Context: an optimization exercise on an open-source flow, tuned for small area and a short achievable clock period. The choices shown serve that exercise and are no tape-out recipe.
At most, simulation tests tie the RTL to the original design; equivalence was not proved.
The flow treats the clock pin as an ideal source. Dropping or thinning the clock tree relies on that and would not hold on a real chip.

==> flow/design.v (excerpt) <==
module accel_controller #(
    parameter int SRAM_ADDR_W = 17
) (
    input  logic                                  clk,
    input  logic                                  rst,
    input  logic                                  start,
    input  logic [accel_pkg::cfg_w-1:0]           confi,
    output logic [SRAM_ADDR_W-1:0]                ifmap_sram_addr,
    output logic [SRAM_ADDR_W-1:0]                filter_sram_addr,
    output logic                                  ifmap_sram_ren,
    output logic                                  filter_sram_ren,
    output logic [accel_pkg::ifmap_buf_aw-1:0]    ifmap_buffer_waddr,
    output logic                                  ifmap_buffer_wen,
    output logic [accel_pkg::filter_buf_aw-1:0]   filter_buffer_waddr,
    output logic                                  filter_buffer_wen,
    output logic [accel_pkg::pe_count-1:0][accel_pkg::ifmap_buf_aw-1:0]  ifmap_raddr,
    output logic [accel_pkg::pe_count-1:0]                               ifmap_ren,
    output logic [accel_pkg::pe_count-1:0][accel_pkg::filter_buf_aw-1:0] filter_raddr,
    output logic [accel_pkg::pe_count-1:0]                               filter_ren,
    output logic [accel_pkg::result_sel_w-1:0]    result_sel,
    output logic                                  post_unit_wen
);
    logic [3:0] cs;          
    logic       r_i, r_f;    
    logic       w_i, w_f;    
    logic [3:0] pen;         
    logic       q;           
    logic       ts_r;        
    logic [7:0]  pc;         
    logic        nc0;        
    logic [9:0]  h_r;
    logic [11:0] wr;         
    logic [5:0]  ci_r;
    logic [6:0]  e_c;        
    logic [7:0]  cc;         
    logic [9:0]  rr;         
    logic [7:0]  gg;         
    logic        cl_r, rl_r;
    logic        ds_r;       
    logic [16:0] hw5;        
    logic [16:0] a_r;        
  ...
clock: 7.5 ns
lec_check: 0
cap_margin: 20
core_margin: 2
core_utilization: 65
cts_buf_list: sky130_fd_sc_hd__clkbuf_16
cts_cluster_diameter: 100
cts_cluster_size: 30
place_density: 0.75
setup_slack_margin: 4.9
slew_margin: 20
standard.sh (not shown) runs the stock make flow with config.mk's settings and CLKGATE_MAP_FILE= SYNTH_SCRIPT=/design/flow/synth_recipe.tcl, a recipe that flattens the netlist after the stock synthesis.
==> flow/flow/run.sh <==
#!/bin/bash
set -euo pipefail
export BUFFER_PORTS_ARGS="-buffer_cell sky130_fd_sc_hd__buf_2"
ARGS=()
if [[ -f flow/make_args ]]; then read -r -a ARGS < flow/make_args; fi
bash standard.sh "${ARGS[@]}" cts > standard_cts.log 2>&1
R=$PWD/orfs/results/sky130hd/accel_controller/base
cp $R/4_cts.odb $R/4_cts_orig.odb
CTS_ODB=$R/4_cts_orig.odb CTS_ODB_OUT=$R/4_cts.odb openroad -no_init -exit flow/clk_flatten.tcl > clk_flatten.log 2>&1
bash standard.sh "${ARGS[@]}" finish > standard_finish.log 2>&1
Other scripts of this flow, unchanged in this note and not shown: flow/flow/clk_flatten.tcl
==> next run, changes <==
--- a/flow/design.v
+++ b/flow/design.v
@@ -40,15 +40,14 @@
     logic       q;           
     logic       ts_r;        
     logic [7:0]  pc;         
     logic        nc0;        
     logic [9:0]  h_r;
     logic [11:0] wr;         
     logic [5:0]  ci_r;
-    logic [6:0]  e_c;        
     logic [7:0]  cc;         
     logic [9:0]  rr;         
     logic [7:0]  gg;         
     logic        cl_r, rl_r;
     logic        ds_r;       
     logic [16:0] hw5;        
     logic [16:0] a_r;        
@@ -59,14 +58,15 @@
     logic [14:0] f_r;        
     logic        fe_r;
     logic [5:0]  y0h, y1h, y2h, y3h;
     logic [3:0]  x1h, x2h, x3h;
     logic [9:0] w_r;
     logic busy, accept, ds, pc_clr, iend, gl;
     logic [4:0] cim1;
+    logic k5_n, fil_n, xs_n, xf_n;
     assign w_r = wr[9:0];
     assign busy = r_i | w_i | (|pen) | q;
     assign accept = start && (cs == 4'd0) && !busy;
     assign cim1 = 5'(ci_r - 6'd1);
     assign ds = pen[3] && !pen[2];
     assign pc_clr = (r_i ^ w_i) || ds_r;
     assign iend = k5 && (ich == 5'd0);
@@ -116,45 +116,46 @@
                 q <= 1'b1;
             else if (pc[3:0] == 4'd15)
                 q <= 1'b0;
         end
     end
     logic [11:0] bd_r;       
     logic        bn_r;       
-    logic        be_r;       
+    logic        bf_r, be_r;   
     logic [11:0] bmag;
     logic        bo, bt;
     logic [16:0] badd;
     logic [17:0] bsum;
+    logic [14:0] bacc;
     logic        x2, x1, x0;
     assign x2 = (cs == 4'd2) ? 1'b0 : wr[9];
     assign x1 = (cs == 4'd2) ? 1'b0 : wr[8];
     assign x0 = (cs == 4'd2) ? confi[9] : wr[7];
     assign bo = x1 ^ x0;
     assign bt = (x2 && !x1 && !x0) || (!x2 && x1 && x0);
     assign bmag = bo ? {2'd0, h_r} : (bt ? {1'd0, h_r, 1'b0} : 12'd0);
     assign badd = {{5{bn_r}}, bd_r};
-    assign bsum = {hw5[14:0], 1'b1, be_r, 1'b1} + {badd, bn_r};
+    assign bacc = bf_r ? 15'd31 : hw5[14:0];
+    assign bsum = {bacc, 1'b1, be_r, 1'b1} + {badd, bn_r};
     always_ff @(posedge clk)
     begin
         if (cs == 4'd1)
             h_r <= confi;
         if (cs == 4'd2)
             wr <= {2'b00, confi};
         else if (cs >= 4'd3 && cs <= 4'd8)
             wr <= {wr[9:0], wr[11:10]};
         bd_r <= x2 ? ~bmag : bmag;
+        bf_r <= (cs == 4'd2);
         be_r <= (cs != 4'd6);
         bn_r <= x2;
         if (cs == 4'd3)
             ci_r <= confi[5:0];
         if (cs >= 4'd3 && cs <= 4'd8)
             hw5 <= bsum[17:1];
-        else if (cs == 4'd2)
-            hw5 <= 17'd31;
     end
     always_ff @(posedge clk)
     begin
         ds_r <= pen[2] && !pen[1];
         if (cs == 4'd3)
             cl_r <= (w_r[9:2] == {6'd0, ~w_r[1], w_r[1]});
         else if (cs < 4'd4 || cs > 4'd8)
@@ -173,15 +174,14 @@
         else if (ds_r && cl_r && rl_r)
             gg <= gg - 8'd1;
     end
     logic [16:0] asum;
     logic [7:0]  astep;      
     logic [8:0]  xu_r;       
     logic        ac_r;       
-    logic        k5_n, fil_n, xs_n, xf_n;
     logic [7:0]  dm;
     assign fil_n = ts_r || (r_i && !iend);
     assign k5_n = !ts_r && !k5 && (ik == 3'd4) && fil_n;
     assign xs_n = (r_i && iend) || (xs_r && (ich != 5'd0));
     assign xf_n = xs_r && (ich == 5'd0);
     assign dm = 8'((cl_r ? 8'(4'd6 + {~w_r[1], w_r[0]}) : 8'd4) + {1'b1, ~cim1, 2'b00});
     assign asum = a_r + {xu_r, astep};
@@ -204,14 +204,15 @@
         ac_r <= accept || (xf_n && gl);
         a_r <= ac_r ? 17'd0 : asum;
         ik <= (ts_r || k5) ? 3'd0 : ik + 3'd1;
         k5 <= k5_n;
         ich <= (ts_r || (r_i && iend)) ? cim1 : ich - {4'd0, k5 | xs_r};
     end
     logic [14:0] fsum;
+    logic [6:0]  e_c;        
     logic        sd_n, fe_n, fph_n;
     logic [7:0]  fa_r;       
     assign e_c = 7'(7'd1 - 7'(3 * ci_r));
     assign sd_n = r_f && w_i && (pc[1:0] == 2'd1);
     assign fe_n = sd_n && (pc[6:2] == cim1);
     assign fph_n = ts_r || (r_f && !fe_r);
     assign fsum = f_r + {{8{fa_r[7]}}, fa_r[6:0]};
Global-route usage went down by 1.4 points.
Wire length went down by 6.5%.
Clock-buffer cell count stays the same.
Synthesized area went down by 0.59%.
Maximum frequency hardly moves.
Utilization went down by 0.17 points.
Register-to-register slack hardly moves.
Die area went down by 0.57%.
Worst setup slack gains 0.0031 ns.
Cell count went down by 2.2%.
For the first run of this note, only the layout was checked, not whether the RTL still works.

========
The RTL this note starts from:
==> flow/design.v <==
package accel_pkg;
    localparam int cfg_w = 10;
    localparam int pe_count = 4;
    localparam int window_cols = pe_count + 2;
    localparam int ifmap_buf_depth = 192;
    localparam int filter_buf_depth = 128;
    localparam int ifmap_buf_aw = $clog2(ifmap_buf_depth);
    localparam int filter_buf_aw = $clog2(filter_buf_depth);
    localparam int result_count = 16;
    localparam int result_sel_w = $clog2(result_count);
    localparam int max_ci = ifmap_buf_depth / window_cols;
endpackage
`timescale 1ns/10ps
module accel_controller #(
    parameter int SRAM_ADDR_W = 17
) (
    input  logic                                  clk,
    input  logic                                  rst,
    input  logic                                  start,
    input  logic [accel_pkg::cfg_w-1:0]           confi,
    output logic [SRAM_ADDR_W-1:0]                ifmap_sram_addr,
    output logic [SRAM_ADDR_W-1:0]                filter_sram_addr,
    output logic                                  ifmap_sram_ren,
    output logic                                  filter_sram_ren,
    output logic [accel_pkg::ifmap_buf_aw-1:0]    ifmap_buffer_waddr,
    output logic                                  ifmap_buffer_wen,
    output logic [accel_pkg::filter_buf_aw-1:0]   filter_buffer_waddr,
    output logic                                  filter_buffer_wen,
    output logic [accel_pkg::pe_count-1:0][accel_pkg::ifmap_buf_aw-1:0]  ifmap_raddr,
    output logic [accel_pkg::pe_count-1:0]                               ifmap_ren,
    output logic [accel_pkg::pe_count-1:0][accel_pkg::filter_buf_aw-1:0] filter_raddr,
    output logic [accel_pkg::pe_count-1:0]                               filter_ren,
    output logic [accel_pkg::result_sel_w-1:0]    result_sel,
    output logic                                  post_unit_wen
);
    logic [3:0] cs;          
    logic       r_i, r_f;    
    logic       w_i, w_f;    
    logic [3:0] pen;         
    logic       q;           
    logic       ts_r;        
    logic [7:0]  pc;         
    logic        nc0;        
    logic [9:0]  h_r;
    logic [11:0] wr;         
    logic [5:0]  ci_r;
    logic [6:0]  e_r;        
    logic [7:0]  cc;         
    logic [9:0]  rr;         
    logic [7:0]  gg;         
    logic        cl_r, rl_r;
    logic        ds_r;       
    logic [16:0] hw5;        
    logic [16:0] tb;         
    logic [16:0] a_r;        
    logic [2:0]  ik;
    logic        k5;
    logic        fl_r, tbs_r, tbc_r;    
    logic [4:0]  ich;
    logic [14:0] g_r;        
    logic [14:0] f_r;        
    logic        fe_r;
    logic [5:0]  y0h, y1h, y2h, y3h;
    logic [3:0]  x1h, x2h, x3h;
    logic [9:0] w_r;
    logic busy, accept, ds, pc_clr, iend;
    logic [4:0] cim1;
    assign w_r = wr[9:0];
    assign busy = r_i | w_i | (|pen) | q;
    assign accept = start && (cs == 4'd0) && !busy;
    assign cim1 = 5'(ci_r - 6'd1);
    assign ds = pen[3] && !pen[2];
    assign pc_clr = (r_i ^ w_i) || ds_r;
    assign iend = k5 && (ich == 5'd0);
    always_ff @(posedge clk or posedge rst)
    begin
        if (rst)
        begin
            cs <= 4'd0;
            r_i <= 1'b0;
            r_f <= 1'b0;
            w_i <= 1'b0;
            w_f <= 1'b0;
            pen <= 4'd0;
            q <= 1'b0;
            ts_r <= 1'b0;
        end
        else
        begin
            if (cs == 4'd0)
                cs <= {3'd0, accept};
            else if (cs == 4'd8)
                cs <= 4'd0;
            else
                cs <= cs + 4'd1;
            ts_r <= (cs == 4'd3) || (q && (pc[3:0] == 4'd14) && (gg != 8'd0));
            if (ts_r)
                r_i <= 1'b1;
            else if (iend)
                r_i <= 1'b0;
            if (ts_r)
                r_f <= 1'b1;
            else if (fe_r)
                r_f <= 1'b0;
            w_i <= r_i;
            w_f <= r_f;
            if (w_i && !r_i)
                pen[0] <= 1'b1;
            else if (pc[4:0] == cim1)
                pen[0] <= 1'b0;
            pen[3:1] <= pen[2:0];
            if (ds)
                q <= 1'b1;
            else if (pc[3:0] == 4'd15)
                q <= 1'b0;
        end
    end
    logic [11:0] bd_r;       
    logic        bn_r;       
    logic        bf_r, be_r;   
    logic [11:0] bmag;
    logic        bo, bt;
    logic [16:0] badd;
    logic [17:0] bsum;
    logic [14:0] bacc;
    logic        x2, x1, x0;
    assign x2 = (cs == 4'd2) ? 1'b0 : wr[9];
    assign x1 = (cs == 4'd2) ? 1'b0 : wr[8];
    assign x0 = (cs == 4'd2) ? confi[9] : wr[7];
    assign bo = x1 ^ x0;
    assign bt = (x2 && !x1 && !x0) || (!x2 && x1 && x0);
    assign bmag = bo ? {2'd0, h_r} : (bt ? {1'd0, h_r, 1'b0} : 12'd0);
    assign badd = {{5{bn_r}}, bd_r};
    assign bacc = bf_r ? 15'd31 : hw5[14:0];
    assign bsum = {bacc, 1'b1, be_r, 1'b1} + {badd, bn_r};
    always_ff @(posedge clk)
    begin
        if (cs == 4'd1)
            h_r <= confi;
        if (cs == 4'd2)
            wr <= {2'b00, confi};
        else if (cs >= 4'd3 && cs <= 4'd8)
            wr <= {wr[9:0], wr[11:10]};
        bd_r <= x2 ? ~bmag : bmag;
        bf_r <= (cs == 4'd2);
        be_r <= (cs != 4'd6);
        bn_r <= x2;
        if (cs == 4'd3)
            ci_r <= confi[5:0];
        if (cs == 4'd4)
            e_r <= 7'(7'd1 - 7'(3 * ci_r));
        if (cs >= 4'd3 && cs <= 4'd8)
            hw5 <= bsum[17:1];
    end
    always_ff @(posedge clk)
    begin
        ds_r <= pen[2] && !pen[1];
        if (cs == 4'd3)
            cl_r <= (w_r[9:2] == {6'd0, ~w_r[1], w_r[1]});
        else if (cs < 4'd4 || cs > 4'd8)
            cl_r <= (cc == {6'd0, ~w_r[1], w_r[1]});
        rl_r <= (rr == 10'd1);
        if (cs == 4'd3 || (ds_r && cl_r))
            cc <= w_r[9:2];
        else if (ds_r)
            cc <= cc - 8'd1;
        if (cs == 4'd2 || (ds_r && cl_r && rl_r))
            rr <= h_r;
        else if (ds_r && cl_r)
            rr <= rr - 10'd1;
        if (cs == 4'd4)
            gg <= confi[9:2];
        else if (ds_r && cl_r && rl_r)
            gg <= gg - 8'd1;
        if (cs == 4'd1 || (tbc_r && cl_r && rl_r))
            tb <= 17'd0;
        else if (tbc_r)
            tb <= a_r;
    end
    logic [16:0] asum;
    logic [3:0]  astep;
    logic        k5_n;
    assign k5_n = !ts_r && !k5 && (ik == 3'd4);
    assign asum = a_r + {(k5 ? hw5[16:4] : 13'd0), astep};
    always_ff @(posedge clk)
    begin
        fl_r <= r_i && iend;
        tbs_r <= fl_r;
        tbc_r <= tbs_r;
        astep <= k5_n ? hw5[3:0] : (fl_r ? (cl_r ? 4'(4'd6 + {~w_r[1], w_r[0]}) : 4'd4) : 4'd1);
        a_r <= (ts_r || fl_r) ? tb : asum;
        ik <= (ts_r || k5) ? 3'd0 : ik + 3'd1;
        k5 <= k5_n;
        ich <= ts_r ? cim1 : ich - {4'd0, k5};
    end
    logic [14:0] fsum;
    logic        sd_n, fe_n;
    logic [7:0]  fa_r;       
    assign sd_n = r_f && w_i && (pc[1:0] == 2'd1);
    assign fe_n = sd_n && (pc[6:2] == cim1);
    assign fsum = f_r + {{8{fa_r[7]}}, fa_r[6:0]};
    always_ff @(posedge clk)
    begin
        fe_r <= fe_n;
        fa_r <= fe_n ? 8'd1 : (sd_n ? {1'b1, e_r} : {2'd0, ci_r});
        f_r <= ts_r ? g_r : fsum;
        if (cs == 4'd1)
            g_r <= 15'd0;
        else if (fe_r && cl_r && rl_r)
            g_r <= fsum;
    end
    always_ff @(posedge clk)
    begin
        pc <= pc_clr ? 8'd0 : pc + 8'd1;
        nc0 <= pc_clr ? 1'b1 : pc[0];
        y0h <= pc_clr ? 6'd0 : 6'(({y0h, pc[0]} + 7'd3) >> 1);
        y1h <= y0h;
        y2h <= y1h + {5'd0, nc0};
        y3h <= y2h;
        x1h <= pc[4:1];
        x2h <= x1h;
        x3h <= x2h;
    end
    assign ifmap_sram_ren = r_i;
    assign filter_sram_ren = r_f;
    assign ifmap_buffer_wen = w_i;
    assign filter_buffer_wen = w_f;
    assign ifmap_sram_addr = a_r;
    assign filter_sram_addr = {2'b00, f_r};
    assign ifmap_buffer_waddr = pc;
    assign filter_buffer_waddr = pc[6:0];
    assign result_sel = pc[3:0];
    assign post_unit_wen = q;
    assign ifmap_ren = pen;
    assign filter_ren = pen;
    assign filter_raddr[0] = {pc[4:0], 2'd0};
    assign filter_raddr[1] = {x1h, nc0, 2'd1};
    assign filter_raddr[2] = {x2h, pc[0], 2'd2};
    assign filter_raddr[3] = {x3h, nc0, 2'd3};
    assign ifmap_raddr[0] = {y0h, pc[0], 1'b0};
    assign ifmap_raddr[1] = {y1h, nc0, 1'b1};
    assign ifmap_raddr[2] = {y2h, nc0, 1'b0};
    assign ifmap_raddr[3] = {y3h, pc[0], 1'b1};
endmodule
Settings: LEC_CHECK=0, CAP_MARGIN=20, CORE_MARGIN=2, CORE_UTILIZATION=40, CTS_BUF_LIST=sky130_fd_sc_hd__clkbuf_16, CTS_CLUSTER_DIAMETER=120, CTS_CLUSTER_SIZE=24, SETUP_SLACK_MARGIN=4.8, SLEW_MARGIN=20; clock period 7.5 ns.
==> flow/flow/run.sh <==
#!/bin/bash
# Standard layout with two changes: the port buffers are buf_2 cells, and after CTS the
# clock tree's middle level and its dummy loads are taken out, so the root buffer at the
# clock port drives the leaf buffers directly.
set -euo pipefail
export BUFFER_PORTS_ARGS="-buffer_cell sky130_fd_sc_hd__buf_2"
bash standard.sh cts > standard_cts.log 2>&1
R=$PWD/orfs/results/sky130hd/accel_controller/base
cp $R/4_cts.odb $R/4_cts_orig.odb
CTS_ODB=$R/4_cts_orig.odb CTS_ODB_OUT=$R/4_cts.odb openroad -no_init -exit flow/clk_flatten.tcl > clk_flatten.log 2>&1
bash standard.sh finish > standard_finish.log 2>&1
==> flow/flow/clk_flatten.tcl <==
# Take the clock tree's middle level out: the root buffer at the clock port then drives the
# leaf buffers directly. Also drop the dummy loads CTS adds for balancing.
read_db $::env(CTS_ODB)
set block [ord::get_db_block]
set clk_net [$block findNet clk]
set root ""
foreach it [$clk_net getITerms] {
  if {[[$it getMTerm] getIoType] == "INPUT"} { set root [$it getInst] }
}
puts "root buffer: [$root getName] ([[$root getMaster] getName])"
set root_out [[$root findITerm X] getNet]
set removed 0
foreach it [$root_out getITerms] {
  set inst [$it getInst]
  if {$inst == $root} { continue }
  set master [[$inst getMaster] getName]
  if {![string match "*clkbuf*" $master]} { continue }
  set xo [$inst findITerm X]
  if {$xo == "NULL" || [$xo getNet] == "NULL"} { continue }
  set onet [$xo getNet]
  # only bypass buffers that drive buffers, not flops
  set loads {}
  set ok 1
  foreach lt [$onet getITerms] {
    if {[$lt getInst] == $inst} { continue }
    set lm [[$lt getInst] getMaster]
    if {![string match "*clkbuf*" [$lm getName]] && ![string match "clkload*" [[$lt getInst] getName]]} { set ok 0 }
    lappend loads $lt
  }
  if {!$ok} { continue }
  foreach lt $loads { $lt disconnect; $lt connect $root_out }
  $it disconnect
  $xo disconnect
  puts "bypassed [$inst getName] ($master), [llength $loads] loads moved"
  odb::dbInst_destroy $inst
  odb::dbNet_destroy $onet
  incr removed
}
# dummy loads: clock cells whose output drives nothing
foreach inst [$block getInsts] {
  if {[string match "clkload*" [$inst getName]]} {
    puts "removed dummy load [$inst getName] ([[$inst getMaster] getName])"
    foreach it [$inst getITerms] { if {[$it getNet] != "NULL"} { $it disconnect } }
    odb::dbInst_destroy $inst
  }
}
puts "bypassed $removed buffers"
write_db $::env(CTS_ODB_OUT)
Next try:
--- a/flow/design.v
+++ b/flow/design.v
@@ -56,5 +56,5 @@
     logic [2:0]  ik;
     logic        k5;
-    logic        fl_r, tbs_r, tbc_r;    
+    logic        fl_r, tbs_r;    
     logic [4:0]  ich;
     logic [14:0] g_r;        
@@ -118,5 +118,4 @@
     logic [11:0] bd_r;       
     logic        bn_r;       
-    logic        bf_r, be_r;   
     logic [11:0] bmag;
     logic        bo, bt;
@@ -132,6 +131,6 @@
     assign bmag = bo ? {2'd0, h_r} : (bt ? {1'd0, h_r, 1'b0} : 12'd0);
     assign badd = {{5{bn_r}}, bd_r};
-    assign bacc = bf_r ? 15'd31 : hw5[14:0];
-    assign bsum = {bacc, 1'b1, be_r, 1'b1} + {badd, bn_r};
+    assign bacc = (cs == 4'd3) ? 15'd31 : hw5[14:0];
+    assign bsum = {bacc, 1'b1, (cs != 4'd7), 1'b1} + {badd, bn_r};
     always_ff @(posedge clk)
     begin
@@ -143,6 +142,4 @@
             wr <= {wr[9:0], wr[11:10]};
         bd_r <= x2 ? ~bmag : bmag;
-        bf_r <= (cs == 4'd2);
-        be_r <= (cs != 4'd6);
         bn_r <= x2;
         if (cs == 4'd3)
@@ -173,23 +170,20 @@
         else if (ds_r && cl_r && rl_r)
             gg <= gg - 8'd1;
-        if (cs == 4'd1 || (tbc_r && cl_r && rl_r))
+        if (cs == 4'd1 || (tbs_r && cl_r && rl_r))
             tb <= 17'd0;
-        else if (tbc_r)
-            tb <= a_r;
+        else if (tbs_r)
+            tb <= asum;
     end
     logic [16:0] asum;
     logic [3:0]  astep;
-    logic        k5_n;
-    assign k5_n = !ts_r && !k5 && (ik == 3'd4);
-    assign asum = a_r + {(k5 ? hw5[16:4] : 13'd0), astep};
+    assign asum = a_r + (k5 ? hw5 : {13'd0, astep});
     always_ff @(posedge clk)
     begin
         fl_r <= r_i && iend;
         tbs_r <= fl_r;
-        tbc_r <= tbs_r;
-        astep <= k5_n ? hw5[3:0] : (fl_r ? (cl_r ? 4'(4'd6 + {~w_r[1], w_r[0]}) : 4'd4) : 4'd1);
+        astep <= fl_r ? (cl_r ? 4'(4'd6 + {~w_r[1], w_r[0]}) : 4'd4) : 4'd1;
         a_r <= (ts_r || fl_r) ? tb : asum;
         ik <= (ts_r || k5) ? 3'd0 : ik + 3'd1;
-        k5 <= k5_n;
+        k5 <= !ts_r && !k5 && (ik == 3'd4);
         ich <= ts_r ? cim1 : ich - {4'd0, k5};
     end
Sequential share of layout area drops by 0.50 points.
Critical path depth grows by 10.
Via count falls by 2.9%.
Clock skew falls by 0.013 ns.
Final area barely changes.
Wire length rises by 1.3%.
Worst setup slack got worse by 0.11 ns.
First-iteration DRC count falls by 4.1%.
Core utilization increases by 1.4 points.
Fmax is lower by 4.0%.
Register-to-register slack degrades by 0.16 ns.
Global-route usage went up by 0.24 points.
Non-clock buffer count climbs by 19.
The RTL of the second run of this note was laid out without a check of its function.

## port drivers added, routing unchanged
In the flow no input, the clock included, has a driving cell. The finished layouts below were timed again as built, in two steps. Step 1, drivers: a clkbuf_16 drives clk and a buf_2 each remaining input, both assumed. Step 2 also shifts input and output timing later by t, the mid clock arrival at the registers, as if the neighbouring blocks saw the same clock. Three values: no drivers, after step 1, after step 2; two values: the first two.
run | shift t [ns] | setup WS [ns] | worst register clock-pin slew, ns | worst slew at a driven data input, ns
the first run of note 1 | 0.391 | 5.068 / 4.972 / 4.980 | 0.12 / 0.12 | 0.03
the second run of note 1 | 0.371 | 5.072 / 4.991 / 5.072 | 0.11 / 0.11 | 0.04
the first run of note 2 | 0.456 | 4.906 / 4.859 / 4.959 | 0.10 / 0.10 | 0.03
the second run of note 2 | 0.464 | 4.796 / 4.796 / 4.796 | 0.10 / 0.10 | 0.03
After both steps every run listed still meets setup and hold. The setup slack of the first run of note 1, which loses most, moves by -0.096 ns with the drivers and by -0.088 ns with both steps.
